This is an optimization exercise on Yosys and OpenROAD, whose aim is small area and a short achievable clock period, not a production implementation.
RTL that was checked went through simulation tests only; none was proved equivalent to the original.
No activity file was given, so power comes from the tool's default toggle rates.

// sb_top
module sb_top (
    input  logic        clk,
    input  logic        rst,
    input  logic        inst_valid,
    input  logic [31:0] inst,
    input  logic [3:0]  fu_done,      
    output logic        issue_ok,
    output logic [18:0] read,
    output logic [8:0]  wb
);
    localparam int N = 4;
    logic [4:0] alu_op;
    logic [4:0] rd, rs1, rs2;
    logic       has_rd, has_rs2;
    logic [N-1:0]        busy_q;
    logic [N-1:0]        done_q;
    logic [N-1:0]        r1_q;       
    logic [N-1:0]        r2_q;
    logic [N-1:0]        took_q;     
    logic [4:0]          dst0_q, dst2_q, dst3_q;
    logic [N-1:0][4:0]   s1_q;
    logic [4:0]          s20_q, s22_q, s23_q;
    logic [4:0]          mreg_q;     
    logic [N-1:0][4:0]   dst_v;      
    logic [N-1:0][4:0]   s2_v;
    logic [N-1:0][4:0]   dcmp;       
    logic [N-1:0][4:0]   s2cmp;      
    logic [N-1:0]        s2ok;
    logic [N-1:0][N-1:0] m1_q;       
    logic [N-1:0][N-1:0] m2_q;
    logic [4:0]          op_alu_q;
    logic [3:0]          op_mem_q;
    logic [1:0]          op_mul_q;
    logic [1:0]          op_div_q;
    logic [N-1:0] dnz, e1, e2, f1, f2, fire;
    logic [N-1:0] rg, wg, wake1, wake2;
    logic         w1_new, w2_new, rdnz;
    inst_decoder decoder_i (
        .inst    (inst),
        .alu_op  (alu_op),
        .rd      (rd),
        .rs1     (rs1),
        .rs2     (rs2),
        .has_rd  (has_rd),
        .has_rs2 (has_rs2)
    );
    issue_check issue_i (
        .inst       (inst),
        .inst_valid (inst_valid),
        .busy       (busy_q),
        .dst        (dst_v),
        .issue_ok   (issue_ok),
  ...
Size in the first run: ~590 cells after synthesis, about 110 flip-flops, about 6300 um^2 of cells after synthesis.
==> flow/config.mk <==
export PLATFORM = sky130hd
export DESIGN_NAME = sb_top
export DESIGN_NICKNAME = sb_top
export VERILOG_FILES = /design/flow/design.v
export SDC_FILE = /design/flow/constraint.sdc
export NUM_CORES = 4
export LEC_CHECK = 0
export CAP_MARGIN = 20
export CORE_MARGIN = 2
export CORE_UTILIZATION = 40
export SETUP_SLACK_MARGIN = 2.0
export SLEW_MARGIN = 20
==> flow/constraint.sdc <==
create_clock -name core_clock -period 5.5 [get_ports {clk}]
set_input_delay 1.1000 -clock core_clock [delete_from_list [all_inputs] [get_ports {clk}]]
set_output_delay 1.1000 -clock core_clock [all_outputs]
set_load 0.01 [all_outputs]
standard.sh (not shown) runs the stock make flow with config.mk's settings and CLKGATE_MAP_FILE= SYNTH_SCRIPT=/design/flow/synth_recipe.tcl, a recipe that flattens the netlist after the stock synthesis.
==> flow/flow/run.sh <==
#!/bin/bash
set -euo pipefail
P=sky130_fd_sc_hd__
DU=""
for c in probe_p_8 probec_p_8 lpflow_bleeder_1 \
         lpflow_clkbufkapwr_1 lpflow_clkbufkapwr_16 lpflow_clkbufkapwr_2 lpflow_clkbufkapwr_4 lpflow_clkbufkapwr_8 \
         lpflow_clkinvkapwr_1 lpflow_clkinvkapwr_16 lpflow_clkinvkapwr_2 lpflow_clkinvkapwr_4 lpflow_clkinvkapwr_8 \
         lpflow_decapkapwr_12 lpflow_decapkapwr_3 lpflow_decapkapwr_4 lpflow_decapkapwr_6 lpflow_decapkapwr_8 \
         lpflow_inputiso0n_1 lpflow_inputiso0p_1 lpflow_inputiso1n_1 lpflow_inputiso1p_1 lpflow_inputisolatch_1 \
         lpflow_isobufsrc_1 lpflow_isobufsrc_16 lpflow_isobufsrc_2 lpflow_isobufsrc_4 lpflow_isobufsrc_8 \
         lpflow_isobufsrckapwr_16 lpflow_lsbuf_lh_hl_isowell_tap_1 lpflow_lsbuf_lh_hl_isowell_tap_2 \
         lpflow_lsbuf_lh_hl_isowell_tap_4 lpflow_lsbuf_lh_isowell_4 lpflow_lsbuf_lh_isowell_tap_1 \
         lpflow_lsbuf_lh_isowell_tap_2 lpflow_lsbuf_lh_isowell_tap_4 \
         or3_1 or3_2 or3_4 or3b_1 or3b_2 or3b_4 or4_1 or4_2 or4_4 or4b_1 or4b_2 or4b_4 \
         or4bb_1 or4bb_2 or4bb_4 o41a_1 o41a_2 o41a_4 o41ai_1 o41ai_2 o41ai_4 \
         a2111o_1 a2111o_2 a2111o_4 a2111oi_0 a2111oi_1 a2111oi_2 a2111oi_4 \
         o2111a_1 o2111a_2 o2111a_4 o2111ai_1 o2111ai_2 o2111ai_4 a41o_1 a41o_2 a41o_4 \
         nor4_1 nor4_2 nor4_4 nor4b_1 nor4b_2 nor4b_4 nor4bb_1 nor4bb_2 nor4bb_4 a222oi_1; do
  DU="$DU $P$c"
done
DU="${DU# }"
BP="-buffer_cell ${P}buf_2"
CTS="-sink_clustering_enable -repair_clock_nets -tree_buf ${P}clkbuf_8 -buf_list {${P}clkbuf_8} -root_buf ${P}clkbuf_16 -sink_clustering_buffer ${P}clkbuf_8"
bash standard.sh DONT_USE_CELLS="$DU" BUFFER_PORTS_ARGS="$BP" CTS_ARGS="$CTS" finish > standard.log 2>&1
Edit:
--- a/flow/design.v
+++ b/flow/design.v
@@ -27,18 +27,19 @@
     assign has_rs2 = inst[5];
     assign rd      = inst[11:7];
     assign rs1     = inst[19:15];
     assign rs2     = inst[24:20];
 endmodule
 module issue_check (
     input  logic [31:0] inst,
     input  logic        inst_valid,
     input  logic [3:0]  busy,
+    input  logic [3:0]  pend,        
     input  logic [19:0] dst,         
     output logic        issue_ok,
     output logic [3:0]  fire
 );
     logic       opc_ok, f7_mid, a, b;
     logic [2:0] f3;
     logic [1:0] cls;
     logic [3:0] sel;
     logic [3:0] hit;
@@ -62,19 +63,19 @@
                          (f3 == 3'h5) ? (f7_mid && !b) : 1'b1;
             end
             2'b00: sel[1] = !(f3 == 3'h3 || f3 == 3'h6 || f3 == 3'h7);
             default: sel[1] = !f3[2] && !(f3[1] && f3[0]);
         endcase
         sel = sel & {4{opc_ok}};
     end
     always_comb begin
         for (int u = 0; u < 4; u++) begin
-            hit[u] = busy[u] && (|dst[5*u +: 5]) && (dst[5*u +: 5] == inst[11:7]);
+            hit[u] = pend[u] && (dst[5*u +: 5] == inst[11:7]);
         end
     end
     assign waw      = (inst[4] || !inst[5]) && (|hit);
     assign issue_ok = |(sel & ~busy) && !waw;
     assign fire     = {4{inst_valid && !waw}} & sel & ~busy;
 endmodule
 `timescale 1ns/1ps
 `timescale 1ns/1ps
 module read_dispatch (
@@ -153,49 +154,51 @@
     localparam int N = 4;
     logic [4:0] alu_op;
     logic [4:0] rd, rs1, rs2;
     logic       has_rd, has_rs2;
     logic [N-1:0]        busy_q;
     logic [N-1:0]        done_q;
     logic [N-1:0]        r1_q;       
     logic [N-1:0]        r2_q;
     logic [N-1:0]        took_q;     
+    logic [N-1:0]        pend_q;     
     logic [4:0]          dst0_q, dst2_q, dst3_q;
     logic [N-1:0][4:0]   s1_q;
     logic [4:0]          s20_q, s22_q, s23_q;
     logic [4:0]          mreg_q;     
     logic [N-1:0][4:0]   dst_v;      
     logic [N-1:0][4:0]   s2_v;
     logic [N-1:0][4:0]   dcmp;       
     logic [N-1:0][4:0]   s2cmp;      
     logic [N-1:0]        s2ok;
     logic [N-1:0][N-1:0] m1_q;       
     logic [N-1:0][N-1:0] m2_q;
     logic [4:0]          op_alu_q;
     logic [3:0]          op_mem_q;
     logic [1:0]          op_mul_q;
     logic [1:0]          op_div_q;
-    logic [N-1:0] dnz, e1, e2, f1, f2, fire;
+    logic [N-1:0] e1, e2, f1, f2, fire;
     logic [N-1:0] rg, wg, wake1, wake2;
     logic         w1_new, w2_new, rdnz;
     inst_decoder decoder_i (
         .inst    (inst),
         .alu_op  (alu_op),
         .rd      (rd),
         .rs1     (rs1),
         .rs2     (rs2),
         .has_rd  (has_rd),
         .has_rs2 (has_rs2)
     );
     issue_check issue_i (
         .inst       (inst),
         .inst_valid (inst_valid),
         .busy       (busy_q),
+        .pend       (pend_q),
         .dst        (dst_v),
         .issue_ok   (issue_ok),
         .fire       (fire)
     );
     read_dispatch read_i (
         .r1     (r1_q),
         .r2     (r2_q),
         .op_alu (op_alu_q),
         .op_mem (op_mem_q),
@@ -223,63 +226,64 @@
         dst_v[2] = dst2_q;
         dst_v[3] = dst3_q;
         s2_v[0]  = s20_q;
         s2_v[1]  = op_mem_q[0] ? mreg_q : 5'd0;
         s2_v[2]  = s22_q;
         s2_v[3]  = s23_q;
         for (int u = 0; u < N; u++) begin
             dcmp[u]  = dst_v[u];
             s2cmp[u] = s2_v[u];
-            dnz[u]   = |dst_v[u];
             s2ok[u]  = 1'b1;
         end
         dcmp[1]  = mreg_q;
         s2cmp[1] = mreg_q;
-        dnz[1]   = !op_mem_q[0] && (|mreg_q);
         s2ok[1]  = op_mem_q[0];
         for (int u = 0; u < N; u++) begin
-            e1[u]  = dnz[u] && (dcmp[u] == rs1);
-            e2[u]  = dnz[u] && (dcmp[u] == rs2) && has_rs2;
+            e1[u]  = pend_q[u] && (dcmp[u] == rs1);
+            e2[u]  = pend_q[u] && (dcmp[u] == rs2) && has_rs2;
             f1[u]  = rdnz && (s1_q[u] == rd);
             f2[u]  = rdnz && s2ok[u] && (s2cmp[u] == rd);
         end
     end
     always_comb begin
         for (int j = 0; j < N; j++) begin
             wake1[j] = 1'b0;
             wake2[j] = 1'b0;
             for (int u = 0; u < N; u++) begin
                 if (u != j) begin
                     wake1[j] = wake1[j] || (wg[u] && m1_q[j][u]);
                     wake2[j] = wake2[j] || (wg[u] && m2_q[j][u]);
                 end
             end
             wake1[j] = wake1[j] && !r1_q[j] && !took_q[j];
             wake2[j] = wake2[j] && !r2_q[j] && !took_q[j];
         end
     end
-    assign w1_new = |(busy_q & e1 & ~wg);
-    assign w2_new = |(busy_q & e2 & ~wg);
+    assign w1_new = |(e1 & ~wg);
+    assign w2_new = |(e2 & ~wg);
     always_ff @(posedge clk or posedge rst) begin
         if (rst) begin
             busy_q <= '0;
+            pend_q <= '0;
             done_q <= '0;
             r1_q   <= '0;
             r2_q   <= '0;
         end else begin
             for (int j = 0; j < N; j++) begin
                 if (busy_q[j]) begin
                     busy_q[j] <= !wg[j];
+                    pend_q[j] <= pend_q[j] && !wg[j];
                     done_q[j] <= !wg[j] && (done_q[j] || fu_done[j]);
                     r1_q[j]   <= !wg[j] && ((r1_q[j] && !rg[j]) || wake1[j]);
                     r2_q[j]   <= !wg[j] && ((r2_q[j] && !rg[j]) || wake2[j]);
                 end else begin
                     busy_q[j] <= fire[j];
+                    pend_q[j] <= fire[j] && rdnz;
                     done_q[j] <= 1'b0;
                     r1_q[j]   <= fire[j] && !w1_new;
                     r2_q[j]   <= fire[j] && !w2_new;
                 end
             end
         end
     end
     always_ff @(posedge clk) begin
         for (int j = 0; j < N; j++) begin
Die area rises by 0.90%.
Core utilization falls by 0.45 points.
Cell count rises by 3.7%.
Count of clock-buffer cells in the layout rises by 8.
First-iteration DRC count falls by 8.6%.
Cell area rises by 1.6%.
Routed wire length rises by 2.5%.
Sequential cell count rises by 4.
Sequential power stays flat.
Area after synthesis rises by 0.93%.
Hold slack gains 0.026 ns.
Global-route usage rises by 0.13 points.
Total power rises by 4.9%.
Setup slack gains 0.087 ns.
For the second run of this note, only the layout was checked, not whether the RTL still works.

[static timing again, ports no longer ideal]
In the flow no input, the clock included, has a driving cell. The finished layouts below were timed again as built, in two steps. Step 1 sets driving cells, clkbuf_16 on the clock port and buf_2 on the other inputs (assumed; they add their load-dependent delay and slew). Step 2, shift: input delay + t, output delay - t, t = (earliest + latest rising clock arrival at the registers) / 2. This alone moves slack from input paths to output paths. Three values: ideal, step 1, step 2; two values: the first two.
run	t, ns	setup WS [ns]	worst setup path after step 2	worst data-port slew with drivers (ns)
the first run	0.404	1.959 / 1.925 / 1.925	input to output	0.05
the second run	0.406	2.046 / 2.005 / 2.020	input to output	0.04
After both steps setup and hold are still met in every run listed. For the first run, which loses most, drivers alone change the setup slack by -0.034 ns; drivers and shift together by -0.034 ns.
